Background: an optimization exercise with open tools, aiming at small area, a short achievable clock period and few clock cycles per item. Do not read the settings as production practice.
In this exercise RTL edits were held to simulation tests only and were not proved equivalent to the original.

<file path="flow/design.v">
`default_nettype none
package smalu_pkg;
   localparam int MagWidth   = 32;
   localparam int ShiftBits  = $clog2(MagWidth);
   localparam int OpWidth    = 4;
   localparam logic [MagWidth-1:0] MagLimit = MagWidth'(MagWidth);
   localparam logic [OpWidth-1:0] OpAdd  = 4'd0;
   localparam logic [OpWidth-1:0] OpSub  = 4'd1;
   localparam logic [OpWidth-1:0] OpMul  = 4'd2;
   localparam logic [OpWidth-1:0] OpAnd  = 4'd3;
   localparam logic [OpWidth-1:0] OpOr   = 4'd4;
   localparam logic [OpWidth-1:0] OpXor  = 4'd5;
   localparam logic [OpWidth-1:0] OpShl  = 4'd6;
   localparam logic [OpWidth-1:0] OpShr  = 4'd7;
   localparam logic [OpWidth-1:0] OpNot  = 4'd8;
   localparam logic [OpWidth-1:0] OpNeg  = 4'd9;
   localparam logic [OpWidth-1:0] OpPass = 4'd10;
   localparam logic [OpWidth-1:0] OpInc  = 4'd11;
   localparam logic [OpWidth-1:0] OpDec  = 4'd12;
   localparam logic [OpWidth-1:0] OpCmp  = 4'd13;
   typedef struct packed {
      logic [OpWidth-1:0]  op;
      logic                a_sign;
      logic [MagWidth-1:0] a_mag;
      logic                b_sign;
      logic [MagWidth-1:0] b_mag;
   } req_type;
   typedef struct packed {
      logic                result_sign;
      logic [MagWidth-1:0] result_mag;
      logic                overflow;
      logic                less;
      logic                equal;
      logic                greater;
   } rsp_type;
endpackage
`default_nettype wire
`default_nettype none
module smalu_mul_step #(
   parameter int K = 4
) (
   input  wire  [31:0]  am,        
   input  wire  [K-1:0] dig,       
   input  wire  [31:0]  acc_s,     
   input  wire  [31:0]  acc_c,
   input  wire          acc_ci,    
   output logic [31:0]  nxt_s,
   output logic [31:0]  nxt_c,
   output logic         nxt_ci,
   output logic [K-1:0] low,       
   output logic         hi_nz      
);
   localparam int X = 32 + K + 1;
   function automatic logic [2*X-1:0] csa(input logic [X-1:0] a, input logic [X-1:0] b,
                                          input logic [X-1:0] c);
      logic [X-1:0] s, m;
      s = a ^ b ^ c;
      m = (a & b) | (a & c) | (b & c);
      csa = {s, m << 1};
   endfunction
   logic [X-1:0] pp [0:K-1];
   logic [X-1:0] fs, fc;
   always_comb begin
      for (int j = 0; j < K; j++) pp[j] = X'({32{dig[j]}} & am) << j;
   end
   logic [X-1:0] s1, c1, s2, c2, s3, c3;
   assign {s1, c1} = csa(X'(acc_s), X'(acc_c), pp[0]);
   assign {s2, c2} = csa(pp[1], pp[2], pp[3]);
   assign {s3, c3} = csa(s1, c1, s2);
   assign {fs, fc} = csa(s3, c3, c2);
   logic [K:0] lsum;
   assign lsum   = {1'b0, fs[K-1:0]} + {1'b0, fc[K-1:0]} + (K+1)'(acc_ci);
   assign low    = lsum[K-1:0];
   assign nxt_ci = lsum[K];
   assign nxt_s  = fs[K+31:K];
   assign nxt_c  = fc[K+31:K];
   logic [K:0]     acc_lo;
   logic [31:K]    hz;
   logic [2*K:0]   lo_sum;
   assign acc_lo = {1'b0, acc_s[K-1:0]} + {1'b0, acc_c[K-1:0]} + (K+1)'(acc_ci);
   assign hz     = (acc_s[31:K] ^ acc_c[31:K]) ^ {acc_s[30:K] | acc_c[30:K], acc_lo[K]};
   assign lo_sum  = (2*K+1)'(acc_lo[K-1:0]) + (2*K+1)'(am[K-1:0]) * (2*K+1)'(dig);
   assign hi_nz  = (|hz) | ((|am[31:K]) & (|dig)) | (|lo_sum[2*K:K]);
endmodule
module smalu_core (
   input  smalu_pkg::req_type req,
   input  wire                inv,       
   input  wire                big,       
   input  wire                a_nz,      
   input  wire                b_nz,      
   input  wire  [31:0]        mul_lo,    
   input  wire                mul_hnz,   
   output smalu_pkg::rsp_type rsp
);
   localparam int W = smalu_pkg::MagWidth;
   logic [3:0]   op;
   logic         as, bs;
   logic [W-1:0] am, yb;
   assign op = req.op;
   assign as = req.a_sign;
   assign am = req.a_mag;
   assign bs = req.b_sign;
   assign yb = req.b_mag;
   logic op_mul, op_and, op_or, op_xor, op_shl, op_shr;
   logic op_not, op_neg, op_pass, op_cmp, op_arith;
   assign op_mul   = op == smalu_pkg::OpMul;
   assign op_and   = op == smalu_pkg::OpAnd;
   assign op_or    = op == smalu_pkg::OpOr;
   assign op_xor   = op == smalu_pkg::OpXor;
   assign op_shl   = op == smalu_pkg::OpShl;
   assign op_shr   = op == smalu_pkg::OpShr;
   assign op_not   = op == smalu_pkg::OpNot;
   assign op_neg   = op == smalu_pkg::OpNeg;
   assign op_pass  = op == smalu_pkg::OpPass;
   assign op_cmp   = op == smalu_pkg::OpCmp;
   assign op_arith = (op == smalu_pkg::OpAdd) | (op == smalu_pkg::OpSub) |
                     (op == smalu_pkg::OpInc) | (op == smalu_pkg::OpDec);
   logic [W-1:0] p, g;
   logic [W-1:0] gg, pp;    
   assign p = am ^ yb;
   assign g = am & yb;
   always_comb begin
      logic [W-1:0] gt, pt;
      gt = g;
      pt = p;
      for (int l = 0; l < 5; l++) begin
         logic [W-1:0] gn, pn;
         gn = gt;
         pn = pt;
         for (int i = 0; i < W; i++) begin
            if (i >= (1 << l)) begin
               gn[i] = gt[i] | (pt[i] & gt[i - (1 << l)]);
               pn[i] = pt[i] & pt[i - (1 << l)];
            end
         end
         gt = gn;
         pt = pn;
      end
      gg = gt;
      pp = pt;
   end
   logic [W-1:0] s0, s1;
   logic         c0, c1;
   assign s0 = p ^ {gg[W-2:0], 1'b0};
   assign s1 = p ^ ({gg[W-2:0], 1'b0} | {pp[W-2:0], 1'b1});
   assign c0 = gg[W-1];
   assign c1 = gg[W-1] | pp[W-1];
   logic         add_rs, add_ov, add_nz;
   logic [W-1:0] add_rm, zq;
   assign add_rm = inv ? (c1 ? s1 : ~s0) : s0;
   assign add_ov = ~inv & c0;
   assign add_rs = as ^ (inv & ~c1);
   assign zq     = inv ? ~p : (p ^ {am[W-2:0] | yb[W-2:0], 1'b0});
   assign add_nz = |zq;
   logic as_n, bs_n, eq_mag, gt_mag, lt, eq, gt;
   assign as_n   = as & a_nz;
   assign bs_n   = bs & b_nz;
   assign eq_mag = &p;
   assign gt_mag = c1 & ~eq_mag;
   always_comb begin
      lt = 1'b0;
      eq = 1'b0;
      gt = 1'b0;
      if (as_n != bs_n) begin
         lt = as_n;
         gt = ~as_n;
      end else if (eq_mag) begin
         eq = 1'b1;
      end else begin
         gt = gt_mag ^ as_n;
         lt = ~gt;
      end
   end
   logic [4:0]   sh;
   logic [W-1:0] sout, sout_rev, keep;
   assign sh   = yb[4:0];
   assign sout = am >> sh;
   always_comb begin
      for (int i = 0; i < W; i++) sout_rev[i] = sout[W-1-i];
   end
   assign keep = {W{1'b1}} << sh;    
   logic shl_ov, sh_nz;
   assign shl_ov = big ? a_nz : |(am & ~keep);
   assign sh_nz  = ~big & |(am & keep);
   logic [W-1:0] rm;
   logic         ov, rs;
   assign rm = ({W{op_arith}} & add_rm) |
               ({W{op_mul}} & mul_lo) |
               ({W{op_and}} & (am & yb)) |
               ({W{op_or}} & (am | yb)) |
               ({W{op_xor}} & (am ^ yb)) |
               ({W{op_shl & ~big}} & sout_rev) |
               ({W{op_shr & ~big}} & sout) |
               ({W{op_not}} & ~am) |
               ({W{op_neg | op_pass}} & am);
   assign ov = (op_arith & add_ov) | (op_mul & mul_hnz) | (op_shl & shl_ov);
   assign rs = (op_arith & add_rs & add_nz) |
               (op_mul & (as ^ bs) & |mul_lo) |
               (op_and & (as & bs) & |(am & yb)) |
               (op_or & (as | bs) & (a_nz | b_nz)) |
               (op_xor & (as ^ bs) & |(am ^ yb)) |
               ((op_shl | op_shr) & as & sh_nz) |
               (op_not & ~as & ~&am) |
               (op_neg & ~as & a_nz) |
               (op_pass & as & a_nz);
   assign rsp.result_sign = rs;
   assign rsp.result_mag  = rm;
   assign rsp.overflow    = ov;
   assign rsp.less        = op_cmp & lt;
   assign rsp.equal       = op_cmp & eq;
   assign rsp.greater     = op_cmp & gt;
endmodule
`default_nettype wire
`default_nettype none
module sign_magnitude_alu (
   input  wire         clock,
   input  wire         reset,
   input  wire         start,
   output logic        busy,
   input  wire  [69:0] req_item,
   output logic        rsp_strobe,
   output logic [36:0] rsp_item
);
   localparam int K        = 4;            
   localparam int MulSteps = 32 / K;
   localparam int StepW    = $clog2(MulSteps);
   logic               req_valid_ff;
   logic               mul_busy_ff;
   logic [StepW-1:0]   step_ff;
   smalu_pkg::req_type req_ff;
   logic               inv_ff, big_ff, a_nz_ff, b_nz_ff;
   logic [31:0]        acc_s_ff, acc_c_ff;
   logic               acc_ci_ff;
   smalu_pkg::rsp_type rsp_ff, rsp_in;
   logic               rsp_valid_ff;
   smalu_pkg::req_type req_new, req_set;
   logic               new_inv, new_incdec;
   logic [31:0]        new_y, a_rev;
   assign req_new = smalu_pkg::req_type'(req_item);
   always_comb begin
      new_incdec = (req_new.op == smalu_pkg::OpInc) | (req_new.op == smalu_pkg::OpDec);
      unique case (req_new.op)
         smalu_pkg::OpAdd: new_inv = req_new.a_sign ^ req_new.b_sign;
         smalu_pkg::OpSub: new_inv = ~(req_new.a_sign ^ req_new.b_sign);
         smalu_pkg::OpInc: new_inv = req_new.a_sign;
         smalu_pkg::OpDec: new_inv = ~req_new.a_sign;
         smalu_pkg::OpCmp: new_inv = 1'b1;
         default:          new_inv = 1'b0;
      endcase
      for (int i = 0; i < 32; i++) a_rev[i] = req_new.a_mag[31-i];
   end
   assign new_y = new_incdec ? 32'd1 : req_new.b_mag;
   always_comb begin
      req_set       = req_new;
      req_set.b_mag = new_y ^ {32{new_inv}};
      if (req_new.op == smalu_pkg::OpShl) req_set.a_mag = a_rev;
   end
   logic [31:0]  nxt_s, nxt_c;
   logic         nxt_ci, hi_nz;
   logic [K-1:0] low;
   smalu_mul_step #(.K(K)) u_step (
      .am     (req_ff.a_mag),
      .dig    (req_ff.b_mag[K-1:0]),
      .acc_s  (acc_s_ff),
      .acc_c  (acc_c_ff),
      .acc_ci (acc_ci_ff),
      .nxt_s  (nxt_s),
      .nxt_c  (nxt_c),
      .nxt_ci (nxt_ci),
      .low    (low),
      .hi_nz  (hi_nz)
   );
   assign busy = mul_busy_ff;
   always_ff @(posedge clock) begin
      if (!mul_busy_ff) begin
         req_ff       <= req_set;
         inv_ff       <= new_inv;
         big_ff       <= |req_new.b_mag[31:5];
         a_nz_ff      <= |req_new.a_mag;
         b_nz_ff      <= |req_new.b_mag;
         req_valid_ff <= start;
         mul_busy_ff  <= start & (req_new.op == smalu_pkg::OpMul);
         step_ff      <= '0;
         acc_s_ff     <= '0;
         acc_c_ff     <= '0;
         acc_ci_ff    <= 1'b0;
      end else begin
         req_ff.b_mag <= {low, req_ff.b_mag[31:K]};
         acc_s_ff     <= nxt_s;
         acc_c_ff     <= nxt_c;
         acc_ci_ff    <= nxt_ci;
         step_ff      <= step_ff + 1'b1;
         mul_busy_ff  <= (step_ff != StepW'(MulSteps - 2));
      end
      if (reset) begin
         req_valid_ff <= 1'b0;
         mul_busy_ff  <= 1'b0;
      end
   end
   smalu_core u_core (
      .req     (req_ff),
      .inv     (inv_ff),
      .big     (big_ff),
      .a_nz    (a_nz_ff),
      .b_nz    (b_nz_ff),
      .mul_lo  ({low, req_ff.b_mag[31:K]}),
      .mul_hnz (hi_nz),
      .rsp     (rsp_in)
   );
   always_ff @(posedge clock) begin
      if (reset) begin
         rsp_valid_ff <= 1'b0;
      end else begin
         rsp_valid_ff <= req_valid_ff & ~mul_busy_ff;
      end
      rsp_ff <= rsp_in;
   end
   assign rsp_strobe = rsp_valid_ff;
   assign rsp_item   = rsp_ff;
endmodule
`default_nettype wire
</file>
<file path="flow/flow/run.sh">
#!/bin/bash
# The standard layout (standard.sh: unchanged synthesis, floorplan, placement, CTS,
# routing), with timing repair aimed below the clock period: ORFS's repair_timing steps
# work towards a setup slack of SETUP_SLACK_MARGIN ns instead of 0, so the layout's
# achieved period ends near (period - margin). The SDC and every other setting are the standard flow's.
# make's full output goes to standard_make.log in the work folder; ORFS keeps each step's
# log under orfs/logs/.
set -euo pipefail
cd "$(dirname "$0")/.."
bash standard.sh SETUP_SLACK_MARGIN=7.2 finish > standard_make.log 2>&1
</file>
<file path="flow/standard.sh">
#!/bin/bash
# synth_recipe.tcl (not shown) runs the flow's synth.tcl, then flattens the netlist and writes it again
# the make line also repeats each setting of config.mk as NAME=value (left out here)
make -C /OpenROAD-flow-scripts/flow DESIGN_CONFIG=/design/flow/config.mk WORK_HOME=/design/flow/orfs CLKGATE_MAP_FILE= SYNTH_SCRIPT=/design/flow/synth_recipe.tcl "${@:-finish}"
</file>
<file path="flow/config.mk">
export PLATFORM = sky130hd
export DESIGN_NAME = sign_magnitude_alu
export DESIGN_NICKNAME = sign_magnitude_alu
export VERILOG_FILES = /design/flow/design.v
export SDC_FILE = /design/flow/constraint.sdc
export NUM_CORES = 4
export LEC_CHECK = 0
export CAP_MARGIN = 20
export CORE_MARGIN = 2
export CORE_UTILIZATION = 40
export SLEW_MARGIN = 20
</file>
<file path="flow/constraint.sdc">
create_clock -name core_clock -period 11.0 [get_ports {clock}]
set_input_delay 2.2000 -clock core_clock [delete_from_list [all_inputs] [get_ports {clock}]]
set_output_delay 2.2000 -clock core_clock [all_outputs]
set_load 0.01 [all_outputs]
</file>
==> results of run 1 <==
## cell families (layout without fill, tap and decap cells)
group / Yosys count / after routing / synth area share (%)
other: 0 / 7 / 0
multiplexers: 88 / 88 / 6.48
adder cells (fa/ha/maj): 253 / 253 / 21.0
flip-flops: 181 / 181 / 20.6
AO/OA/AOI/OAI: 581 / 581 / 19.2
XOR/XNOR: 103 / 103 / 4.60
AND/OR/NAND/NOR: 787 / 788 / 19.0
buffers and inverters: 455 / 555 / 9.11
## routing by layer
layer	GRT usage, %	part of all wire (%)
met3	10.3	12
met4	20.5	6.2
met2	52.3	41
met1	48.9	40
met5	0	0.079
## state kept, by name (all words and copies together) (netlist names), 3 cells and up
signal	count
acc_c_ff	32
step_ff	3
req_ff	70
acc_s_ff	31
rsp_ff	37
## layout make-up
class	instances	area share (%)
multi-input cells	1813	61.4
flip-flops and latches	181	17.5
repair buffers	232	9.75
inverters	286	5.08
well taps	622	3.35
clock buffers	18	1.94
clock inverters	14	0.582
repair inverters	5	0.318
diodes	7	0.0754
## Yosys cell counts, drive strengths merged (9+ instances only)
library cell  number  area share, %
nand4             52            1.7
clkbuf           118            2.3
and2              69            2.2
a2111oi           15           0.67
a22o               9           0.40
a221o              9           0.46
buf               51            1.4
mux2i             19           0.97
a21oi            149            3.8
edfxtp            42            6.4
mux4              27            3.1
a211oi            18           0.69
dfxtp            139             14
xor2              51            2.3
a22oi             28            1.1
nor4              59            2.0
fa               127             13
nand2            239            4.6
a31oi             17           0.54
nor3              40            1.0
o211ai            17           0.65
o22ai             32            1.0
and3              10           0.34
nand2b             9           0.29
o21ai            156            4.0
mux2              42            2.4
inv              282            5.4
a221oi            19           0.88
a21o              16           0.61
ha               124            7.9
o221ai            11           0.49
nor2             234            4.5
o2111ai           16           0.71
nand3             37           0.94
xnor2             52            2.3
## critical path: cells and delay by family, from the launching register on
kind                       cells  cell delay [ps]
DFF                            1              330
AOI/OAI and AO/OA              3             1050
and+or+nand+nor                4             1500
buffers and inverters          3              750
adders and majority gates      1              470
## final timing paths
check             startpoint    endpoint  depth (start not counted)
setup / recovery  req_ff[53]  rsp_ff[36]                         11
hold reg to reg   step_ff[0]  step_ff[0]                          1
setup reg to reg  req_ff[53]  rsp_ff[36]                         11
hold / removal    step_ff[0]  step_ff[0]                          1
## repair_timing
action | 4_1_cts | 5_1_grt
setup buffers | 42 | 14
endpoints found under the hold margin | 0 | 0
pin swaps | 18 | 13
cloned | 10 | 1
endpoints found under the setup margin | 69 | 58
gates resized for setup | 91 | 40
## per-stage QoR
step / worst slack, ps / area (µm²) / instances
floorplan: 6970 / 19700 / 2448
global route: 6690 / 23200 / 3171
global placement: 5790 / 21300 / 3071
detailed placement: 5590 / 21300 / 3071
finish: 6790 / 23200 / 3178
CTS: 6930 / 22900 / 3155
==> notes.md, run 1 <==
Finish:
- The library cells used most frequently in the layout, excluding fill and tap cells, are 273 x sky130_fd_sc_hd__inv_1, 235 x sky130_fd_sc_hd__nand2_1, 227 x sky130_fd_sc_hd__nor2_1.
- Summing all flip-flop and latch instances after layout gives 4060 µm².
- The area added between synthesis and finish is 18.5%.
- The library cell used most frequently in the layout, excluding fill and tap cells, is sky130_fd_sc_hd__inv_1.
- The area used by multi-input combinational logic is 14300 µm².
- Once layout is complete, the utilization of the core stands at a little under half.
- The final net count is 2860.
- Of the cells placed in the final design, the portion with a size suffix greater than 1 is a little over an eighth.
- The number of fill cells in the layout is 4760.

Clock tree:
- The clock transition at the registers of the reported paths is 100 ps.
- The CTS buffer count is 17.
- The number of hold buffers added after cts is 0.
- The tree is rooted in a sky130_fd_sc_hd__clkbuf_16.
- TritonCTS built the clock tree.
- The clock passes through at most 2 buffers.
- The clock net in this run drives a total of between 150 and 200 sinks.
- The count of H-tree levels built during CTS is 4.
- The clock latency on the worst-skew pair is ~520 ps.

Die:
- The starting density of the core is 40.3%.
- The number of placement rows is between 80 and 90.
- The number of top-level design ports is 112.
- The floorplan step defined a die boundary enclosing 50800 µm².
- The core region is 48600 µm².
- From left edge to right edge, the die measures 225 µm.
- The height of the chip is 225 µm.

Global routing:
- For this run, the total global-route usage over all layers was measured as between 30% and 40%.
- The largest net degree at the start of global routing is 111.
- The via count of the first global-routing pass is 19400.
- The initial antenna violation count came to 7.
- For this run the aggregate overflow at the end of global routing stands at 0.
- The first global-routing pass estimated 134000 µm of wire.

Synth:
- The synthesized area per cell is 8.01 µm².
- Synthesis produced a netlist whose cell count is 2448.
- The synthesized netlist net count is 2772.
- The number of library cell types mapped by synthesis is 85.
- The synthesis warning total is 4.
- Among all flip-flop cells after synthesis, the most frequent one is sky130_fd_sc_hd__dfxtp_1.
- The sequential area share after synthesis is 20.6%.
- The synthesized netlist occupies a cell area of between 15000 and 20000 µm².
- The fraction of registers with async set or reset after synthesis is 0%.
- Counting flops with a built-in enable in the synthesized netlist gives 42.
- In this run, synthesis produced a sequential element count of 181.

Outcome:
- The run finished with no timing, DRC or antenna violations.

Worst setup path:
- The maximum fanout encountered on the critical timing path is 12.
- The worst-case register-to-register setup slack is approximately 6800 ps.
- At the worst endpoint, the required time is 11420 ps.
- Data arrives at the worst endpoint at 4630 ps.
- The category of the critical setup timing path is reg2reg.
- The startpoint class of the critical path is a flop.
- STA classifies the critical path endpoint as a flop.
- Walking the worst path, the cells encountered are buf_4 -> inv_1 -> ha_1 -> buf_4 -> nand2_1 -> nor4_1 -> nand3_1 -> a211oi_1 -> o21ai_0 -> and4_1 -> a311o_1.
- The largest single stage delay on the critical path is approximately 700 ps.
- The master of the slowest instance on the critical path is sky130_fd_sc_hd__nor4_1.
- The most common cell type on the critical path is sky130_fd_sc_hd__buf_4.

Routing:
- The detailed-route via count is a little over 20000.
- In the final routed layout, each cell accounts on average for roughly 29 µm.
- The iteration count of the initial detailed-routing pass is 6.
- The detail route stage leaves a number of antenna-violating nets equal to 0.
- Wires add up to 92700 µm.
- Dividing the detail-routed via count by the number of cells gives 6.41.
- The DRC marker count from the first detailed-route iteration is ~2900.
- The post-detailed-route DRC marker count is 0.

Timing:
- The worst pin sits at a relative slew slack of between 15 and 20%.
- The final clock skew is about 26 ps.
- The final count of pins violating max slew is 0.
- For the pin with the worst max-slew slack, the measured transition is around 1200 ps.
- For the final routed database, the setup TNS stands at 0 ps.
- Setup violations remaining at the end of the flow were counted as 0.
- The worst path uses between 30% and 40% of the clock period.
- The timing-limited maximum frequency is 0.237 GHz.
- Final hold analysis gives a worst-case slack of 451 ps.
- The hold violation total from the final report is 0.
- The post-layout minimum cycle time is about 4200 ps.
- Setup repair after global routing could not meet its margin everywhere.

Worst hold path:
- In this run the worst hold path is classified as reg2reg.

Placed design:
- The wire-length estimate of the detail-placed layout is 67200 µm.
- The placer's final routability congestion estimate is 1.05.
- The count of buffers added on input and output ports is 111.

Job:
- The count of max-cap constraint violations is 0.
Testbench counts, summed over its fixed seeds: cycles 23,167, items 16,000.
==> run 2, diff against run 1 <==
--- a/flow/design.v
+++ b/flow/design.v
@@ -48,6 +48,5 @@
    output logic [31:0]  nxt_c,
    output logic         nxt_ci,
-   output logic [K-1:0] low,       
-   output logic         hi_nz      
+   output logic [K-1:0] low        
 );
    localparam int X = 32 + K + 1;
@@ -75,11 +74,4 @@
    assign nxt_s  = fs[K+31:K];
    assign nxt_c  = fc[K+31:K];
-   logic [K:0]     acc_lo;
-   logic [31:K]    hz;
-   logic [2*K:0]   lo_sum;
-   assign acc_lo = {1'b0, acc_s[K-1:0]} + {1'b0, acc_c[K-1:0]} + (K+1)'(acc_ci);
-   assign hz     = (acc_s[31:K] ^ acc_c[31:K]) ^ {acc_s[30:K] | acc_c[30:K], acc_lo[K]};
-   assign lo_sum  = (2*K+1)'(acc_lo[K-1:0]) + (2*K+1)'(am[K-1:0]) * (2*K+1)'(dig);
-   assign hi_nz  = (|hz) | ((|am[31:K]) & (|dig)) | (|lo_sum[2*K:K]);
 endmodule
 module smalu_core (
@@ -89,6 +81,8 @@
    input  wire                a_nz,      
    input  wire                b_nz,      
-   input  wire  [31:0]        mul_lo,    
-   input  wire                mul_hnz,   
+   input  wire                mul_short,   
+   input  wire  [31:0]        acc_s,       
+   input  wire  [31:0]        acc_c,
+   input  wire                acc_ci,
    output smalu_pkg::rsp_type rsp
 );
@@ -183,8 +177,15 @@
    assign shl_ov = big ? a_nz : |(am & ~keep);
    assign sh_nz  = ~big & |(am & keep);
+   logic [16:0]  acc_lo;
+   logic [W-1:0] mul_rm;
+   logic         mul_ov;
+   assign acc_lo = {1'b0, acc_s[15:0]} + {1'b0, acc_c[15:0]} + 17'(acc_ci);
+   assign mul_rm = mul_short ? {acc_lo[15:0], yb[31:16]} : yb;
+   assign mul_ov = (|acc_s[31:16]) | (|acc_c[31:16]) |
+                   (mul_short ? acc_lo[16] : ((|acc_s[15:0]) | (|acc_c[15:0]) | acc_ci));
    logic [W-1:0] rm;
    logic         ov, rs;
    assign rm = ({W{op_arith}} & add_rm) |
-               ({W{op_mul}} & mul_lo) |
+               ({W{op_mul}} & mul_rm) |
                ({W{op_and}} & (am & yb)) |
                ({W{op_or}} & (am | yb)) |
@@ -194,7 +195,7 @@
                ({W{op_not}} & ~am) |
                ({W{op_neg | op_pass}} & am);
-   assign ov = (op_arith & add_ov) | (op_mul & mul_hnz) | (op_shl & shl_ov);
+   assign ov = (op_arith & add_ov) | (op_mul & mul_ov) | (op_shl & shl_ov);
    assign rs = (op_arith & add_rs & add_nz) |
-               (op_mul & (as ^ bs) & |mul_lo) |
+               (op_mul & (as ^ bs) & |mul_rm) |
                (op_and & (as & bs) & |(am & yb)) |
                (op_or & (as | bs) & (a_nz | b_nz)) |
@@ -224,8 +225,10 @@
    localparam int K        = 4;            
    localparam int MulSteps = 32 / K;
-   localparam int StepW    = $clog2(MulSteps);
+   localparam int StepW    = $clog2(MulSteps + 1);
    logic               req_valid_ff;
-   logic               mul_busy_ff;
-   logic [StepW-1:0]   step_ff;
+   logic               busy_ff;        
+   logic [StepW-1:0]   step_ff;        
+   logic               short_ff;       
+   logic               hold;
    smalu_pkg::req_type req_ff;
    logic               inv_ff, big_ff, a_nz_ff, b_nz_ff;
@@ -257,5 +260,5 @@
    end
    logic [31:0]  nxt_s, nxt_c;
-   logic         nxt_ci, hi_nz;
+   logic         nxt_ci;
    logic [K-1:0] low;
    smalu_mul_step #(.K(K)) u_step (
@@ -268,10 +271,13 @@
       .nxt_c  (nxt_c),
       .nxt_ci (nxt_ci),
-      .low    (low),
-      .hi_nz  (hi_nz)
+      .low    (low)
    );
-   assign busy = mul_busy_ff;
+   logic new_mul, new_short;
+   assign new_mul   = start & (req_new.op == smalu_pkg::OpMul);
+   assign new_short = ~|req_new.b_mag[31:16];
+   assign hold      = |step_ff;
+   assign busy      = busy_ff;
    always_ff @(posedge clock) begin
-      if (!mul_busy_ff) begin
+      if (!hold) begin
          req_ff       <= req_set;
          inv_ff       <= new_inv;
@@ -280,6 +286,7 @@
          b_nz_ff      <= |req_new.b_mag;
          req_valid_ff <= start;
-         mul_busy_ff  <= start & (req_new.op == smalu_pkg::OpMul);
-         step_ff      <= '0;
+         short_ff     <= new_short;
+         busy_ff      <= new_mul;
+         step_ff      <= !new_mul ? '0 : new_short ? StepW'(MulSteps / 2) : StepW'(MulSteps);
          acc_s_ff     <= '0;
          acc_c_ff     <= '0;
@@ -290,10 +297,11 @@
          acc_c_ff     <= nxt_c;
          acc_ci_ff    <= nxt_ci;
-         step_ff      <= step_ff + 1'b1;
-         mul_busy_ff  <= (step_ff != StepW'(MulSteps - 2));
+         step_ff      <= step_ff - 1'b1;
+         busy_ff      <= (step_ff != StepW'(1));
       end
       if (reset) begin
          req_valid_ff <= 1'b0;
-         mul_busy_ff  <= 1'b0;
+         busy_ff      <= 1'b0;
+         step_ff      <= '0;
       end
    end
@@ -304,6 +312,8 @@
       .a_nz    (a_nz_ff),
       .b_nz    (b_nz_ff),
-      .mul_lo  ({low, req_ff.b_mag[31:K]}),
-      .mul_hnz (hi_nz),
+      .mul_short (short_ff),
+      .acc_s   (acc_s_ff),
+      .acc_c   (acc_c_ff),
+      .acc_ci  (acc_ci_ff),
       .rsp     (rsp_in)
    );
@@ -312,5 +322,5 @@
          rsp_valid_ff <= 1'b0;
       end else begin
-         rsp_valid_ff <= req_valid_ff & ~mul_busy_ff;
+         rsp_valid_ff <= req_valid_ff & ~hold;
       end
       rsp_ff <= rsp_in;
==> flow/flow/run.sh (replaced) <==
#!/bin/bash
# The standard layout (standard.sh: unchanged synthesis, floorplan, placement, CTS,
# routing) with two changes to how the layout is made:
#  - timing repair aimed below the clock period: ORFS's repair_timing steps work towards
#    a setup slack of SETUP_SLACK_MARGIN ns instead of 0, so the achieved period ends near
#    (period - margin);
#  - port buffers: every input and output still gets its own buffer, a buf_4 instead of
#    the slow delay-buffer cell buffer_ports picks by default.
# The SDC and every other setting are the standard flow's. make's full output goes to
# standard_make.log in the work folder; ORFS keeps each step's log under orfs/logs/.
set -euo pipefail
cd "$(dirname "$0")/.."
bash standard.sh SETUP_SLACK_MARGIN=7.6 \
  "BUFFER_PORTS_ARGS=-buffer_cell sky130_fd_sc_hd__buf_4" finish > standard_make.log 2>&1
==> run 2 against run 1 <==
Largest cell class unchanged. Global-route usage increased by 1.8 points. Area after synthesis down 0.35%. Final area up 3.4%. Critical endpoint unchanged. Sequential share of layout area down 0.28 points.
==> notes.md, run 2 <==
Synth:
- Sorting the synthesized cells by how often they occur yields 249 x sky130_fd_sc_hd__nand2_1, 230 x sky130_fd_sc_hd__inv_1, 229 x sky130_fd_sc_hd__nor2_1.
- The main flop type after synthesis is sky130_fd_sc_hd__dfxtp_1.
- The number of library cell types mapped by synthesis is 92 (+8.2%).
- The gate count of the mapped netlist is 2440 (-0.33%).
- The cell type contributing the most total cell area after synthesis is sky130_fd_sc_hd__dfxtp_1.
- The sequential area share after synthesis is 21.0% (+0.33 points).
- The synthesized area per cell is 8.01 µm² (about the same).
- The synthesis warning total is 4 (unchanged).
- The synthesized netlist net count is 2732 (-1.4%).
- The fraction of registers with async set or reset after synthesis came to 0% (unchanged).
- By instance count, the leading cell after synthesis is sky130_fd_sc_hd__nand2_1.
- The synthesized cell area is 19500 µm² (-0.35%).
- The number of synthesized register bits was 183 (+1.1%).
- The number of enable-type register cells in the synthesized netlist is 43 (+2.4%).
- Ranked by total cell area, the synthesized netlist is headed by sky130_fd_sc_hd__dfxtp_1 14%, sky130_fd_sc_hd__fa_1 13%, sky130_fd_sc_hd__edfxtp_1 6.6%.
- The top-area cell type share of the netlist area was 14.3% (+0.15 points).

Clock tree:
- The number of sinks handled by clock tree synthesis is 183 (+1.1%).
- TritonCTS built the clock tree.
- The CTS buffer count was 17 (unchanged).
- The root buffer cell chosen for the clock tree is sky130_fd_sc_hd__clkbuf_16.
- The clock latency on the worst-skew pair came to 520 ps (about the same).
- The count of H-tree levels built during CTS was 4 (unchanged).
- The number of hold buffers added after cts is 0 (unchanged).
- The clock transition at the registers of the reported paths came to 80 ps (-20 ps).
- The maximum root-to-sink buffer count is 2 (unchanged).

Timing:
- The post-layout minimum cycle time was 3570 ps (-644 ps).
- The max-slew headroom at the worst pin is 16.4% (-3.3 points).
- The hold violation total from the final report is 0 (unchanged).
- The total of endpoints with negative setup slack in the final report is 0 (unchanged).
- Setup repair after global routing could not meet its margin everywhere.
- The setup slack after layout came to 7430 ps (+644 ps).
- The share of the clock period used by the worst path after layout came to 32.5% (-5.9 points).
- The worst-margin pin slew is 1250 ps (+50.2 ps).
- The final count of pins violating max slew was 0 (unchanged).
- The final hold slack is 458 ps (+7.60 ps).
- The timing-limited maximum frequency is 0.280 GHz (+18%).
- The final clock skew came to 29.8 ps (+3.93 ps).
- The total negative slack for setup checks is 0 ps (unchanged).

Routing:
- The DRC marker count from the first detailed-route iteration is 2896 (-0.31%).
- The remaining antenna violation count is 0 (unchanged).
- The post-detailed-route via-to-cell ratio was 6.48 (+1.2%).
- The post-detailed-route DRC marker count came to 0 (unchanged).
- The sum of routed wire length over all layers is 99400 µm (+7.2%).
- The detail-routed net length per standard cell came to 30.8 µm (+5.6%).
- The detailed-route via count is 20900 (+2.8%).
- The iteration count of the initial detailed-routing pass came to 6 (unchanged).

Worst setup path:
- The required time of the worst setup path was 11410 ps (about the same).
- STA classifies the critical path endpoint as a flop.
- The maximum fanout encountered on the critical timing path is 2 (-10).
- The arrival time at the worst endpoint is 3980 ps (-650 ps).
- The category of the critical setup timing path is reg2reg.
- The worst setup path is launched from a flop.
- The reg-to-reg endpoint is rsp_ff[36].
- The depth of the most critical reg-to-reg path is 12 (+1).
- The worst-case register-to-register setup slack is 7430 ps (+640 ps).
- The startpoint of the worst-slack reg-to-reg timing path is acc_c_ff[0].

Finish:
- The number of fill cells in the layout is 4619 (-3.0%).
- The area added between synthesis and finish is 22.9%.
- In the final layout, the registers with the most flip-flops are req_ff (70), rsp_ff (37), acc_c_ff (32).
- In the layout the commonest cells are 267 x sky130_fd_sc_hd__buf_4, 247 x sky130_fd_sc_hd__nand2_1, 223 x sky130_fd_sc_hd__nor2_1.
- The library cell used most frequently in the layout, excluding fill and tap cells, is sky130_fd_sc_hd__buf_4.
- The flip-flop count of the largest register after layout is 70 (unchanged).
- The count of placed standard cells in the final layout, fillers left out is 3229 (+1.6%).
- The area taken by flip-flops and latches was 4130 µm² (+1.7%).
- The layout cell share with drive strength beyond 1 is 21.8% (+8.2 points).
- The area used by multi-input combinational logic came to 14500 µm² (+1.9%).
- req_ff holds more flip-flops than any other register.
- The final net count is 2890 (+1.0%).

Die:
- The area of the core is 47900 µm² (-1.4%).
- The starting density of the core was 40.7% (+0.45 points).
- The full die area was 50600 µm² (-0.35%).
- The height of the chip came to 225 µm (-0.17%).
- The width of the chip is 225 µm (-0.17%).
- The number of top-level design ports was 112 (unchanged).
- The number of placement rows came to 80 (-1.2%).

Worst hold path:
- The hold-critical path depth came to 1 (unchanged).
- The critical hold path startpoint is step_ff[0].
- The capture endpoint of the worst hold path is step_ff[0].
- The type of the tightest min-delay check is reg2reg.

Placed design:
- The HPWL after detailed placement is 73800 µm (+9.8%).
- The placer's final routability congestion estimate is 1.09 (+4.5%).
- The number of buffers inserted by port buffering is 111 (unchanged).
- The cell count after placement is 3049 (-0.72%).
- The minimum setup slack after placement is 6330 ps (+737 ps).

Global routing:
- The overall routing resource usage is 38.2% (+1.8 points).
- The total global routing overflow came to 0 (unchanged).
- The via count of the first global-routing pass is 19200 (-1.1%).
- The global-route wire length before repair is 138000 µm (+3.3%).
- The largest net degree at the start of global routing is 113 (+1.8%).
- The initial antenna violation count is 9 (+2).

Job:
- The count of max-cap constraint violations was 0 (unchanged).

Outcome:
- The run finished with no timing, DRC or antenna violations.
-- run 2: how the worst max path moves through the flow --
stage / from / to
detailed placement: req_ff[2] / rsp_ff[28]
CTS: acc_c_ff[0] / rsp_ff[36]
global route: acc_ci_ff / rsp_ff[36]
global placement: req_ff[2] / rsp_ff[28]
finish: acc_c_ff[0] / rsp_ff[36]
floorplan: req_item[65] / req_ff[23]
-- run 2: cells by family (layout without fill, tap and decap cells) --
logic type	after synthesis	count (layout)	share of synthesized area [%]
and+or+nand+nor	803	803	19.5
muxes	124	124	7.49
AOI/OAI and AO/OA	604	604	20.6
adders and majority gates	219	219	18.9
other	0	3	0
xor gates and xnor gates	93	93	4.21
buffers and inverters	414	585	8.40
DFF	183	183	21.0
-- run 2: metal layers --
metal	track usage, %	up-vias	share of wire (%)	wire [µm]
li1	-	8872	-	-
met1	51.2	10200	40	39600
met2	55.4	1495	41	40800
met3	11.0	356	13	12600
met4	20.5	8	6.3	6310
met5	0	-	0.053	53
-- run 2: final cells by class --
type,instances,share of cell area [%]
Multi-Input combinational cell,1843,60.6
Timing Repair inverter,2,0.0938
Timing Repair Buffer,316,12.2
Clock inverter,14,0.761
Clock buffer,18,1.88
Sequential cell,183,17.2
Tap cell,615,3.21
Antenna cell,3,0.0313
Inverter,235,4.06
-- run 2: worst max-delay path: stages, from the launching register on --
cell and delay [ps]:
sky130_fd_sc_hd__dfxtp_4 370, sky130_fd_sc_hd__fa_2 210, sky130_fd_sc_hd__inv_2 40, sky130_fd_sc_hd__fa_2 700, sky130_fd_sc_hd__nor4bb_1 250, sky130_fd_sc_hd__nand3b_1 120, sky130_fd_sc_hd__a22o_4 290, sky130_fd_sc_hd__a2111oi_4 320
sky130_fd_sc_hd__o311ai_2 190, sky130_fd_sc_hd__nor4_1 230, sky130_fd_sc_hd__and4_1 260, sky130_fd_sc_hd__nand3_2 160, sky130_fd_sc_hd__a311o_1 330
-- run 2: stage by stage --
step | area (µm²) | util (%)
global placement | 21000 | 43.7
detailed placement | 21000 | 43.7
finish | 24000 | 50.1
CTS | 22600 | 47.2
global route | 24000 | 50.1
floorplan | 19700 | -
-- run 2: what timing repair did --
action                     in CTS  in global routing
pin swaps                      17                 33
hold endpoints to repair        0                  0
setup endpoints to repair      49                 45
buffers inserted               39                 90
cloned                          5                 11
gates resized for setup       123                113
Testbench counts of run 2, summed over its fixed seeds: cycles 21,296, items 16,000.
==> run 3, diff against run 2 <==
--- a/flow/config.mk
+++ b/flow/config.mk
@@ -8,4 +8,4 @@
 export CAP_MARGIN = 20
 export CORE_MARGIN = 2
-export CORE_UTILIZATION = 40
+export CORE_UTILIZATION = 70
 export SLEW_MARGIN = 20
==> run 3 against run 2 <==
The run now fails in global routing. Area after synthesis is the same. Synthesized cell count did not move.
==> notes.md, run 3 <==
Clock tree:
- The number of hold buffers added after cts is 0 (unchanged).
- The CTS buffer count was 17 (unchanged).
- The count of H-tree levels built during CTS came to 4 (unchanged).
- The number of sinks handled by clock tree synthesis was 183 (unchanged).
- Clock tree synthesis selected as its root buffer the cell sky130_fd_sc_hd__clkbuf_16.
- The maximum root-to-sink buffer count came to 2 (unchanged).

Synth:
- The number of enable-type register cells in the synthesized netlist is 43 (unchanged).
- Among all flip-flop cells after synthesis, the most frequent one is sky130_fd_sc_hd__dfxtp_1.
- Counting instances in the post-synthesis netlist gives the leading cell types as 249 x sky130_fd_sc_hd__nand2_1, 230 x sky130_fd_sc_hd__inv_1, 229 x sky130_fd_sc_hd__nor2_1.
- The sequential area share after synthesis is 21.0% (unchanged).
- The top-area cell type share of the netlist area was 14.3% (unchanged).
- The synthesized cell area is 19500 µm² (unchanged).
- The fraction of registers with async set or reset after synthesis was 0% (unchanged).
- The synthesized area per cell is 8.01 µm² (unchanged).
- The number of library cell types mapped by synthesis is 92 (unchanged).
- By instance count, the leading cell after synthesis is sky130_fd_sc_hd__nand2_1.
- The cell type contributing the most total cell area after synthesis is sky130_fd_sc_hd__dfxtp_1.
- Yosys attributes the largest share of cell area to sky130_fd_sc_hd__dfxtp_1 14%, sky130_fd_sc_hd__fa_1 13%, sky130_fd_sc_hd__edfxtp_1 6.6%.
- The synthesized netlist net count is 2732 (unchanged).
- The synthesis warning total came to 4 (unchanged).
- The gate count of the mapped netlist was 2440 (unchanged).
- The number of synthesized register bits is 183 (unchanged).

Die:
- The starting density of the core was 70.7% (+30 points).
- The width of the chip is 171 µm (-24%).
- The number of placement rows came to 61 (-24%).
- The height of the chip is 171 µm (-24%).
- The number of top-level design ports is 112 (unchanged).

Placed design:
- The number of buffers inserted by port buffering is 111 (unchanged).
- The placer's final routability congestion estimate is 1.18 (+8.1%).
- The HPWL after detailed placement was 63700 µm (-14%).
- The area of placed instances is 20400 µm² (-2.5%).
- The minimum setup slack after placement is 6370 ps (+42.5 ps).
- The cell count after placement came to 2783 (-8.7%).

Outcome:
- The flow did not finish.
- The tool reported: "[ERROR GRT-0232] Routing congestion too high. Check the congestion heatmap in the GUI".
- The stage where the run ended is global routing.

Global routing:
- For this run the aggregate overflow at the end of global routing stands at 387.
- The largest net degree at the start of global routing is 129.
- The overall routing resource usage is between 80% and 90%.
-- run 3: cell counts after synthesis --
No cell type changed its count.
-- run 3: worst max-delay path by stage --
stage                  from    endpoint  slack [ps]  depth (start not counted)
3_3_place_gp      req_ff[4]  rsp_ff[28]        6540                         12
3_5_place_dp      req_ff[4]  rsp_ff[28]        6370                         12
2_1_floorplan  req_item[65]  req_ff[23]        7510                          8
4_1_cts          req_ff[64]  rsp_ff[32]        7600                         12
-- run 3: stage by stage --
stage	hold slack, ps	util [%]
after floorplan	425	-
after global placement	437	74.0
after detailed placement	466	74.0
after CTS	470	79.7
-- run 3: layer usage --
layer | GRT usage (%) | overflow
met3 | 76.0 | 37
met2 | 96.2 | 163
met1 | 87.0 | 40
met5 | 55.0 | 2
met4 | 88.5 | 145
-- run 3: kinds of logic after synthesis --
kind of cell             count (synthesis)  synth area share [%]
AND/OR/NAND/NOR                        803                  19.5
adder cells (fa/ha/maj)                219                  18.9
XOR/XNOR                                93                  4.21
flip-flops                             183                  21.0
multiplexers                           124                  7.49
buffers and inverters                  414                  8.40
AO/OA/AOI/OAI                          604                  20.6
-- run 3: timing repair --
action,in CTS
gates resized for setup,108
endpoints found under the hold margin,0
setup buffers,39
cloned,8
endpoints found under the setup margin,80
pin swaps,6
==> run 4, diff against run 3 <==
--- a/flow/config.mk
+++ b/flow/config.mk
@@ -8,4 +8,4 @@
 export CAP_MARGIN = 20
 export CORE_MARGIN = 2
-export CORE_UTILIZATION = 70
+export CORE_UTILIZATION = 50
 export SLEW_MARGIN = 20
==> run 4 against run 3 <==
Synthesized cell count did not move. Area after synthesis did not move. The run now finishes clean.
==> notes.md, run 4 <==
Placed design:
- The placer's final routability congestion estimate is 1.10 (-7.3%).
- The cell count after placement is 2935 (+5.5%).
- The minimum setup slack after placement is 6430 ps (+56.3 ps).
- The HPWL after detailed placement is 70700 µm (+11%).
- The area of placed instances is 20700 µm² (+1.3%).
- The number of buffers inserted by port buffering came to 111 (unchanged).

Worst hold path:
- The path class of the tightest hold or removal check is reg2reg.

Timing:
- The total of endpoints with negative setup slack in the final report is 0.
- The worst-margin pin slew is 1250 ps.
- Across the routed clock network, the largest skew measured is 24.1 ps.
- For this run, the top clock speed supported by timing is ~0.28 GHz.
- In this run the tightest slew margin relative to its limit is between 10 and 15%.
- The hold violation total from the final report is 0.
- The clock period could shrink to ~3600 ps.
- The share of the clock period used by the worst path after layout is 32.6%.
- Setup slack closes at 7410 ps.
- Setup repair after global routing could not meet its margin everywhere.
- The final hold slack is 456 ps.
- Adding up every negative setup slack in the final design gives 0 ps.
- The final count of pins violating max slew came to 0.

Worst setup path:
- STA puts the critical path data arrival time at 4000 ps.
- The category of the critical setup timing path is reg2reg.
- The worst register-to-register path has a depth of 9.
- Data on the critical path is required at its endpoint by 11420 ps.
- Tracing the worst setup path back leads to its startpoint at req_ff[0].
- In this run the worst setup path terminates at rsp_ff[21].
- In this run the worst path has a maximum fanout of 35.
- For flop-to-flop paths, the worst setup slack is about 7400 ps.
- The startpoint class of the critical path is a flop.
- The worst register-to-register path begins at req_ff[0].
- The reg-to-reg endpoint is rsp_ff[21].
- STA classifies the critical path endpoint as a flop.

Synth:
- The synthesized cell area came to 19500 µm² (unchanged).
- The synthesized area per cell came to 8.01 µm² (unchanged).
- The sequential area share after synthesis is 21.0% (unchanged).
- The top-area cell type share of the netlist area was 14.3% (unchanged).
- Yosys instantiated no cell more often than sky130_fd_sc_hd__nand2_1.
- The main flop type after synthesis is sky130_fd_sc_hd__dfxtp_1.
- The gate count of the mapped netlist came to 2440 (unchanged).
- By count the netlist is led by 249 x sky130_fd_sc_hd__nand2_1, 230 x sky130_fd_sc_hd__inv_1, 229 x sky130_fd_sc_hd__nor2_1.
- The cell type contributing the most total cell area after synthesis is sky130_fd_sc_hd__dfxtp_1.
- The fraction of registers with async set or reset after synthesis was 0% (unchanged).
- The number of synthesized register bits was 183 (unchanged).
- The number of library cell types mapped by synthesis is 92 (unchanged).
- The synthesized netlist net count came to 2732 (unchanged).
- The number of enable-type register cells in the synthesized netlist is 43 (unchanged).
- Sorting the synthesized cells by area gives the leading types as sky130_fd_sc_hd__dfxtp_1 14%, sky130_fd_sc_hd__fa_1 13%, sky130_fd_sc_hd__edfxtp_1 6.6%.
- The synthesis warning total is 4 (unchanged).

Finish:
- After routing the design area is 23400 µm².
- In the layout the commonest cells are 245 x sky130_fd_sc_hd__nand2_1, 244 x sky130_fd_sc_hd__buf_4, 227 x sky130_fd_sc_hd__nor2_1.
- After the flow finishes, the layout carries non-filler instances totaling 3086.
- The number of fill cells in the layout is roughly 3400.
- The most common library cell in the layout ignoring fill and taps is sky130_fd_sc_hd__nand2_1.
- Ranked by flip-flop count, first place goes to req_ff.
- The layout cell share with drive strength beyond 1 is 20.6%.
- The largest registers in the layout are req_ff (70), rsp_ff (37), acc_c_ff (32).
- For this run, the post-layout net count is 2843.
- Summing all multi-input logic gate instances after layout gives 14600 µm².
- The area taken by flip-flops and latches is between 4000 and 5000 µm².
- Measured on the finished design, the core utilization comes to 60.5%.
- The flip-flop count of the largest register after layout is 70.
- From synthesis to final layout, the design area changed by 19.6%.

Routing:
- The remaining antenna violation count is 0.
- The post-detailed-route DRC marker count is 0.
- The iteration count of the initial detailed-routing pass is 7.
- The detailed-route via count is 21200.
- Wires add up to 98200 µm.
- After detailed routing, the number of vias per cell comes to 6.88.
- The DRC marker count from the first detailed-route iteration is 3544.
- Dividing the detail-routed wire length by the instance count gives 31.8 µm.

Clock tree:
- The number of sinks handled by clock tree synthesis was 183 (unchanged).
- In this run the clock root is driven by a sky130_fd_sc_hd__clkbuf_16.
- The count of H-tree levels built during CTS is 4 (unchanged).
- The maximum root-to-sink buffer count is 2 (unchanged).
- The later pin in the worst-skew pair is clocked with a latency of 520 ps.
- The clock transition at the registers of the reported paths is 80 ps.
- The number of hold buffers added after cts is 0 (unchanged).
- The CTS buffer count is 17 (unchanged).
- TritonCTS built the clock tree.

Die:
- The number of placement rows came to 72 (+18%).
- The full die area is 40700 µm².
- The width of the chip is 202 µm (+18%).
- The total area inside the core boundary comes to roughly 39000 µm².
- The height of the chip came to 202 µm (+18%).
- The number of top-level design ports was 112 (unchanged).
- The starting density of the core is 50.6% (-20 points).

Global routing:
- The first global-routing pass estimated 141000 µm of wire.
- For this run the aggregate overflow at the end of global routing stands at 0.
- For this run, the total global-route usage over all layers was measured as 48.1%.
- The via count of the first global-routing pass is 20300.
- The initial antenna violation count is 2.
- The largest net degree at the start of global routing is 84.

Job:
- The count of max-cap constraint violations is 0.

Outcome:
- The run finished with no timing, DRC or antenna violations.
run 4: final cells by class:
type                       count  share of cell area [%]
timing repair inverter         2                  0.0910
clock buffer                  18                    1.85
multi-input combinational   1843                    62.5
timing repair buffer         269                    10.1
sequential                   183                    17.7
clock inverter                14                   0.766
antenna                        4                  0.0428
inverter                     235                    4.18
tap                          518                    2.77
run 4: cells by family after synthesis:
family / count (synthesis) / synth area share [%]
adders and majority gates: 219 / 18.9
muxes: 124 / 7.49
xor gates and xnor gates: 93 / 4.21
DFF: 183 / 21.0
and+or+nand+nor: 803 / 19.5
buffers and inverters: 414 / 8.40
AOI/OAI and AO/OA: 604 / 20.6
run 4: what timing repair did:
action,CTS,global route
cloned,8,3
pin swaps,17,26
buffers inserted,58,44
resized for setup,130,91
endpoints found under the setup margin,65,62
run 4: metal layers:
| layer | wire (µm) | global-route usage, % |
|---|---|---|
| met5 | 158 | 2.62 |
| met4 | 8920 | 34.6 |
| met3 | 14300 | 21.5 |
| met2 | 38800 | 66.8 |
| met1 | 36000 | 58.5 |
run 4: worst min path at each step:
| stage | from | to | cells past startpoint |
|---|---|---|---|
| floorplan | req_valid_ff | req_valid_ff | 2 |
| global placement | req_valid_ff | req_valid_ff | 2 |
| detailed placement | req_valid_ff | req_valid_ff | 2 |
| CTS | req_valid_ff | req_valid_ff | 2 |
| global route | req_valid_ff | req_valid_ff | 2 |
| finish | req_valid_ff | req_valid_ff | 2 |
run 4: worst max-delay path, stage by stage (launching register included):
cell,delay [ps]
sky130_fd_sc_hd__dfxtp_2,440
sky130_fd_sc_hd__inv_2,80
sky130_fd_sc_hd__buf_4,310
sky130_fd_sc_hd__nor2_1,260
sky130_fd_sc_hd__a21oi_1,90
sky130_fd_sc_hd__nor3_1,830
sky130_fd_sc_hd__mux2i_1,200
sky130_fd_sc_hd__o21ai_0,760
sky130_fd_sc_hd__a21oi_1,300
sky130_fd_sc_hd__o21ai_1,190

[afterwards: timing with drivers on the ports]
In the flow no input, the clock included, has a driving cell. The finished layouts below were timed again as built, in two steps. Step 1, drivers: a clkbuf_16 drives clock and a buf_2 each remaining input, both assumed. Step 2 times the ports against the registers' clock, not the clock port: input delays grow and output delays shrink by t, the midpoint of the rising clock arrivals with the driver on. a / b / c = no drivers / after step 1 / after step 2; a / b = the first two.
| run | shift t [ns] | slack for setup (ns) | worst hold slack (ns) | worst register clock-pin slew, ns | worst data-port slew with drivers (ns) |
|---|---|---|---|---|---|
| run 1 | 0.562 | 6.786 / 6.786 / 6.732 | 0.451 / 0.451 / 0.451 | 0.10 / 0.10 | 0.05 |
| run 2 | 0.573 | 7.430 / 7.430 / 7.112 | 0.458 / 0.458 / 0.458 | 0.11 / 0.11 | 0.04 |
| run 4 | 0.572 | 7.412 / 7.412 / 7.114 | 0.456 / 0.456 / 0.456 | 0.09 / 0.09 | 0.05 |
After both steps every run listed still meets setup and hold. For run 2, which loses most, drivers alone change the setup slack by 0.000 ns; drivers and shift together by -0.318 ns.
